Source: an optimization exercise on an open RTL-to-GDS flow (aim: small area, a short achievable clock period and few clock cycles). Production flows keep margins and buffers that such runs may drop. Function was checked by simulation only, so behaviour that the tests miss may differ from the original.

== v34 ==
Design ntt_top, start of the top module:
module ntt_top (
    input  logic        clk,
    input  logic        rst,
    input  logic        i_start,
    input  logic        i_mode,
    output logic        o_done,
    output logic        o_bram_a_we,
    output logic [7:0]  o_bram_a_addr,
    output logic [15:0] o_bram_a_wdata,
    output logic        o_bram_b_we,
    output logic [7:0]  o_bram_b_addr,
    output logic [15:0] o_bram_b_wdata,
    input  logic [15:0] i_bram_dout_a,
    input  logic [15:0] i_bram_dout_b
);
clock: 13.5 ns
lec_check: 0
abc_area: 1
cap_margin: 20
core_margin: 2
core_utilization: 45
cts_cluster_diameter: 100
cts_cluster_size: 30
place_density: 0.55
slew_margin: 20
standard.sh (not shown) runs the stock make flow with config.mk's settings and CLKGATE_MAP_FILE= SYNTH_SCRIPT=/design/flow/synth_recipe.tcl, a recipe that flattens the netlist after the stock synthesis.
==> flow/flow/run.sh <==
#!/bin/bash
# The standard layout, with the port buffers made of sky130_fd_sc_hd__buf_2
# cells instead of the resizer's default choice. Every port is still buffered.
set -euo pipefail
export BUFFER_PORTS_ARGS="-buffer_cell sky130_fd_sc_hd__buf_2"
bash standard.sh > standard.log 2>&1
Testbench counts of v34, summed over its fixed seeds: cycles 66,632.
## Diff of input files: v2 against v34
# v34
export LEC_CHECK = 0
export ABC_AREA = 1
export CAP_MARGIN = 20
export CORE_MARGIN = 2
export CORE_UTILIZATION = 45
export CTS_CLUSTER_DIAMETER = 100
export CTS_CLUSTER_SIZE = 30
export PLACE_DENSITY = 0.55
export SLEW_MARGIN = 20
create_clock -name core_clock -period 13.5 [get_ports {clk}]
# v2
export LEC_CHECK = 0
export ABC_AREA = 1
export CAP_MARGIN = 20
export CORE_MARGIN = 2
export CORE_UTILIZATION = 45
export PLACE_DENSITY = 0.55
export SLEW_MARGIN = 20
create_clock -name core_clock -period 13.5 [get_ports {clk}]
## What came out
v2: full flow OK, the timing, design-rule and antenna checks passed. Compared v34 against v2; non-clock buffering overhead in the final layout within noise. Sort v34 and v2 by worst-case register-to-register setup slack, ascending, and v34 comes first. In the metrics for v34 and v2, the one carrying the higher number of DRC markers in iteration 0 is v2. Changes observed in v2 relative to v34: via count saw an increase; routed wire length saw an increase.

========
== oak ==
Another version of the RTL of ntt_top (not shown whole).
Size: ~2800 cells after synthesis, about 87 I/O pins, about 22000 sq um of cells after synthesis.
==> flow/config.mk <==
export PLATFORM = sky130hd
export DESIGN_NAME = ntt_top
export DESIGN_NICKNAME = ntt_top
export VERILOG_FILES = /design/flow/design.v
export SDC_FILE = /design/flow/constraint.sdc
export NUM_CORES = 4
export LEC_CHECK = 0
export ABC_AREA = 1
export CAP_MARGIN = 20
export CORE_MARGIN = 2
export CORE_UTILIZATION = 50
export CTS_CLUSTER_DIAMETER = 90
export CTS_CLUSTER_SIZE = 24
export PLACE_DENSITY = 0.6
export SLEW_MARGIN = 20
==> flow/constraint.sdc <==
create_clock -name core_clock -period 13.5 [get_ports {clk}]
set_input_delay 2.7000 -clock core_clock [delete_from_list [all_inputs] [get_ports {clk}]]
set_output_delay 2.7000 -clock core_clock [all_outputs]
set_load 0.01 [all_outputs]
Scripts as last shown in full above: flow/flow/run.sh
Testbench counts of oak, summed over its fixed seeds: cycles 66,632.
Edits applied to the flow inputs when going from oak to pine:
Settings: CTS_CLUSTER_SIZE changed from 24 to 30; CTS_CLUSTER_DIAMETER changed from 90 to 100; PLACE_DENSITY changed from 0.6 to 0.55; CORE_UTILIZATION changed from 50 to 45.
Notes after the runs:
Compared to oak, pine has cell count 0.74% higher.
pine against oak: setup slack shows a reduction of 0.043 ns; worst-skew pair later-pin latency shows no meaningful change; via count shows a reduction of 162; post-DP HPWL shows an increase of about 3%.
Across both runs, register-to-register slack was lower for pine than for oak.
Comparing pine against oak, there is no change at all in final sequential cell count.
Input changes introduced in birch (baseline for comparison: pine):
Settings: CTS_CLUSTER_DIAMETER: 100 -> unset; CTS_CLUSTER_SIZE: 30 -> unset.
[summary]
Looking only at met3 capacity usage during global routing, and setting everything else aside, the higher value of birch and pine goes to birch.
Looking at slew at the pin closest to its max-slew limit, birch sits above pine.
pine and birch ended up with roughly the same routed wire length on met2.
In the tables for birch and pine, final-layout worst hold slack reads higher with pine.
--- input diff birch..maple ---
Settings: an added CTS_CLUSTER_DIAMETER of 80; an added CTS_CLUSTER_SIZE of 20; an added GPL_TIMING_DRIVEN of 0.
--- outcome ---
- As far as sequential share of layout area is concerned, birch and maple perform about the same.
- Between maple and birch, the post-route cell area figures differ only marginally.
- Routed wire length: maple worse than birch
- Cell area after placement on maple is up relative to birch.
- Status: area used by sequential logic in the layout parity (birch, maple)
- Taking birch as the reference, in maple detailed placer's ending HPWL went up; normalized max-slew margin went down by 14 points; clock latency at the later pin of the worst-skew pair has remained practically unchanged.
- No stage failed in maple, and the final checks on the layout all came back clean.

========
before:
ntt_top, a different RTL version from the one above (not shown whole).
Size in the first run: roughly 87 I/O pins, about 22000 µm² of cells after synthesis.
Settings: LEC_CHECK=0, CAP_MARGIN=20, CORE_MARGIN=2, CORE_UTILIZATION=45, CTS_BUF_LIST=sky130_fd_sc_hd__clkbuf_8, PLACE_DENSITY=0.55, SLEW_MARGIN=20; clock period 13.5 ns.
Scripts as last shown in full above: flow/flow/run.sh
Testbench counts of before, summed over its fixed seeds: cycles 66,632.
diff inputs: before => after
- removing CTS_BUF_LIST (formerly sky130_fd_sc_hd__clkbuf_8)
--- outcome ---
after against before: final critical delay including setup and external delays increased by 0.066 ns relative to the old numbers; via count decreased by about 0.4% relative to the old numbers; antenna diode count decreased by 2 relative to the old numbers; all-layer global routing usage closely matched the old numbers. Comparing after and before, the higher number of detailed-routing iterations run before antenna repair was measured on before. The faster design of the two is before; after tops out lower. Going from before to after, DRC marker count from the first detailed-route iteration went up 1.4%, length of routed wiring on met1 went down 0.91%, minimum hold slack went up 0.029 ns.

========
== job 101 ==
ntt_top, a different RTL version from the one above (not shown whole).
Size: ~2600 cells after synthesis, about 310 flip-flops, roughly 87 I/O pins, about 23000 um2 of cells after synthesis.
==> flow/design.v (excerpt) <==
module ntt_top (
    input  logic        clk,
    input  logic        rst,
    input  logic        i_start,
    input  logic        i_mode,
    output logic        o_done,
    output logic        o_bram_a_we,
    output logic [7:0]  o_bram_a_addr,
    output logic [15:0] o_bram_a_wdata,
    output logic        o_bram_b_we,
    output logic [7:0]  o_bram_b_addr,
    output logic [15:0] o_bram_b_wdata,
    input  logic [15:0] i_bram_dout_a,
    input  logic [15:0] i_bram_dout_b
);
make LEC_CHECK=0 CAP_MARGIN=20 CORE_MARGIN=2 CORE_UTILIZATION=55 PLACE_DENSITY=0.65 SLEW_MARGIN=20 finish   # period 13.5 ns
run.sh (not shown) runs the stock make flow with config.mk's settings and CLKGATE_MAP_FILE= SYNTH_SCRIPT=/design/flow/synth_recipe.tcl, a recipe that flattens the netlist after the stock synthesis.
Stock flow here: none of the scripts above is used.
In summary, job 101 completed successfully, with a layout that passed the timing, design-rule and antenna checks.
Testbench counts of job 101, summed over its fixed seeds: cycles 66,632.
## Diff of input files: job 102 against job 101
- a change of PLACE_DENSITY from 0.65 to 0.35
- a change of CORE_UTILIZATION from 55 to 25
==> comparison <==
Taking job 101 as the reference point, the number of buffers created by CTS of job 102 rises by 5.
Taking job 101 as the reference, in job 102 detailed-placement wirelength estimate grew by about 20%; count of H-tree levels built during CTS held steady.

========
Another version of the RTL of ntt_top (not shown whole).
For scale: ~2,800 cells after synthesis, about 320 flip-flops.
Design ntt_top, start of the top module:
module ntt_top (
    input  logic        clk,
    input  logic        rst,
    input  logic        i_start,
    input  logic        i_mode,
    output logic        o_done,
    output logic        o_bram_a_we,
    output logic [7:0]  o_bram_a_addr,
    output logic [15:0] o_bram_a_wdata,
    output logic        o_bram_b_we,
    output logic [7:0]  o_bram_b_addr,
    output logic [15:0] o_bram_b_wdata,
    input  logic [15:0] i_bram_dout_a,
    input  logic [15:0] i_bram_dout_b
);
export LEC_CHECK = 0
export ABC_AREA = 1
export CAP_MARGIN = 20
export CORE_MARGIN = 2
export CORE_UTILIZATION = 60
export PLACE_DENSITY = 0.7
export SLEW_MARGIN = 20
create_clock -name core_clock -period 13.5 [get_ports {clk}]
standard.sh (not shown) runs the stock make flow with config.mk's settings and CLKGATE_MAP_FILE= SYNTH_SCRIPT=/design/flow/synth_recipe.tcl, a recipe that flattens the netlist after the stock synthesis.
Scripts as last shown in full above: flow/flow/run.sh
Testbench counts at the start, summed over its fixed seeds: cycles 66,632.
==> next run, changes <==
--- a/flow/config.mk
+++ b/flow/config.mk
@@ -6,8 +6,7 @@
 export NUM_CORES = 4
 export LEC_CHECK = 0
-export ABC_AREA = 1
 export CAP_MARGIN = 20
 export CORE_MARGIN = 2
-export CORE_UTILIZATION = 60
-export PLACE_DENSITY = 0.7
+export CORE_UTILIZATION = 45
+export PLACE_DENSITY = 0.55
 export SLEW_MARGIN = 20
Effect: Die area grows by 35%. Critical path depth went up by 13. Worst setup slack loses 0.27 ns. Global-route usage shrinks by 7.1 points. Wire length barely changes. Non-clock buffer count climbs by 5. Via count goes down by 7.0%. Area after synthesis went up by 1.5%.
==> next run, changes <==
--- a/flow/config.mk
+++ b/flow/config.mk
@@ -6,4 +6,5 @@
 export NUM_CORES = 4
 export LEC_CHECK = 0
+export ABC_AREA = 1
 export CAP_MARGIN = 20
 export CORE_MARGIN = 2
Clock-buffer cell count decreases by 1.
Sequential share of layout area rose by 0.20 points.
Via count is higher by 5.6%.
Worst hold slack hardly moves.
Clock skew is about the same.
Routed wire length grows by 6.9%.

========
Another version of the RTL of ntt_top (not shown whole).
For scale: about 2400 cells after synthesis, about 87 I/O pins, roughly 22000 um^2 of cells after synthesis.
clock: 13.5 ns
lec_check: 0
cap_margin: 20
core_margin: 2
core_utilization: 45
place_density: 0.55
slew_margin: 20
run.sh (not shown) runs the stock make flow with config.mk's settings and CLKGATE_MAP_FILE= SYNTH_SCRIPT=/design/flow/synth_recipe.tcl, a recipe that flattens the netlist after the stock synthesis.
Stock flow here: none of the scripts above is used.
The starting point went through all stages and came out clean.
Testbench counts at the start, summed over its fixed seeds: cycles 66,632.
Change:
==> flow/flow/run.sh (new file) <==
#!/bin/bash
# The standard layout, with the port buffers made of sky130_fd_sc_hd__buf_2
# cells instead of the resizer's default choice. Every port is still buffered.
set -euo pipefail
export BUFFER_PORTS_ARGS="-buffer_cell sky130_fd_sc_hd__buf_2"
bash standard.sh > standard.log 2>&1
==> flow/standard.sh (new file) <==
#!/bin/bash
# synth_recipe.tcl (not shown) runs the flow's synth.tcl, then flattens the netlist and writes it again
# the make line also repeats each setting of config.mk as NAME=value (left out here)
make -C /OpenROAD-flow-scripts/flow DESIGN_CONFIG=/design/flow/config.mk WORK_HOME=/design/flow/orfs CLKGATE_MAP_FILE= SYNTH_SCRIPT=/design/flow/synth_recipe.tcl "${@:-finish}"
removed: flow/run.sh
Result:
- worst setup slack loses 77 ps
- die area stays the same
- wire length goes down by 1.2%
- synthesized cell count is unchanged

separate check: timing with driven ports:
How much do the figures lean on ideal ports? The routed layouts below were timed once more, with nothing changed but the port constraints. Step 1 sets driving cells, clkbuf_16 on the clock port and buf_2 on the other inputs (assumed; they add their load-dependent delay and slew). Step 2, shift: input delay + t, output delay - t, t = (earliest + latest rising clock arrival at the registers) / 2. This alone moves slack from input paths to output paths. a / b / c = no drivers / after step 1 / after step 2; a / b = the first two.
run	shift t [ns]	slack for setup (ns)	worst setup path at the end	cell pins on the clock port's net
v34	0.587	9.698 / 9.641 / 9.643	input to register	1
v2	0.615	9.701 / 9.642 / 9.625	input to register	1
oak	0.577	9.616 / 9.561 / 9.632	register to register	1
pine	0.577	9.572 / 9.515 / 9.612	register to register	1
birch	0.611	9.587 / 9.529 / 9.639	register to register	1
maple	0.613	9.457 / 9.449 / 9.457	register to register	1
before	0.664	8.912 / 8.912 / 8.912	register to register	1
after	0.600	8.846 / 8.846 / 8.846	register to register	1
job 101	0.601	8.866 / 8.866 / 8.866	register to register	1
job 102	0.627	8.982 / 8.921 / 9.046	register to register	1
the first run of note 5	0.583	9.550 / 9.495 / 9.728	register to register	1
the second run of note 5	0.605	9.278 / 9.278 / 9.278	register to register	1
the third run of note 5	0.601	9.540 / 9.483 / 9.718	register to register	1
the first run of note 6	0.591	8.794 / 8.794 / 8.794	register to register	1
the second run of note 6	0.588	8.717 / 8.717 / 8.717	register to register	1
After both steps setup and hold are still met in every run listed. The setup slack of v2, which loses most, moves by -0.059 ns with the drivers and by -0.076 ns with both steps.
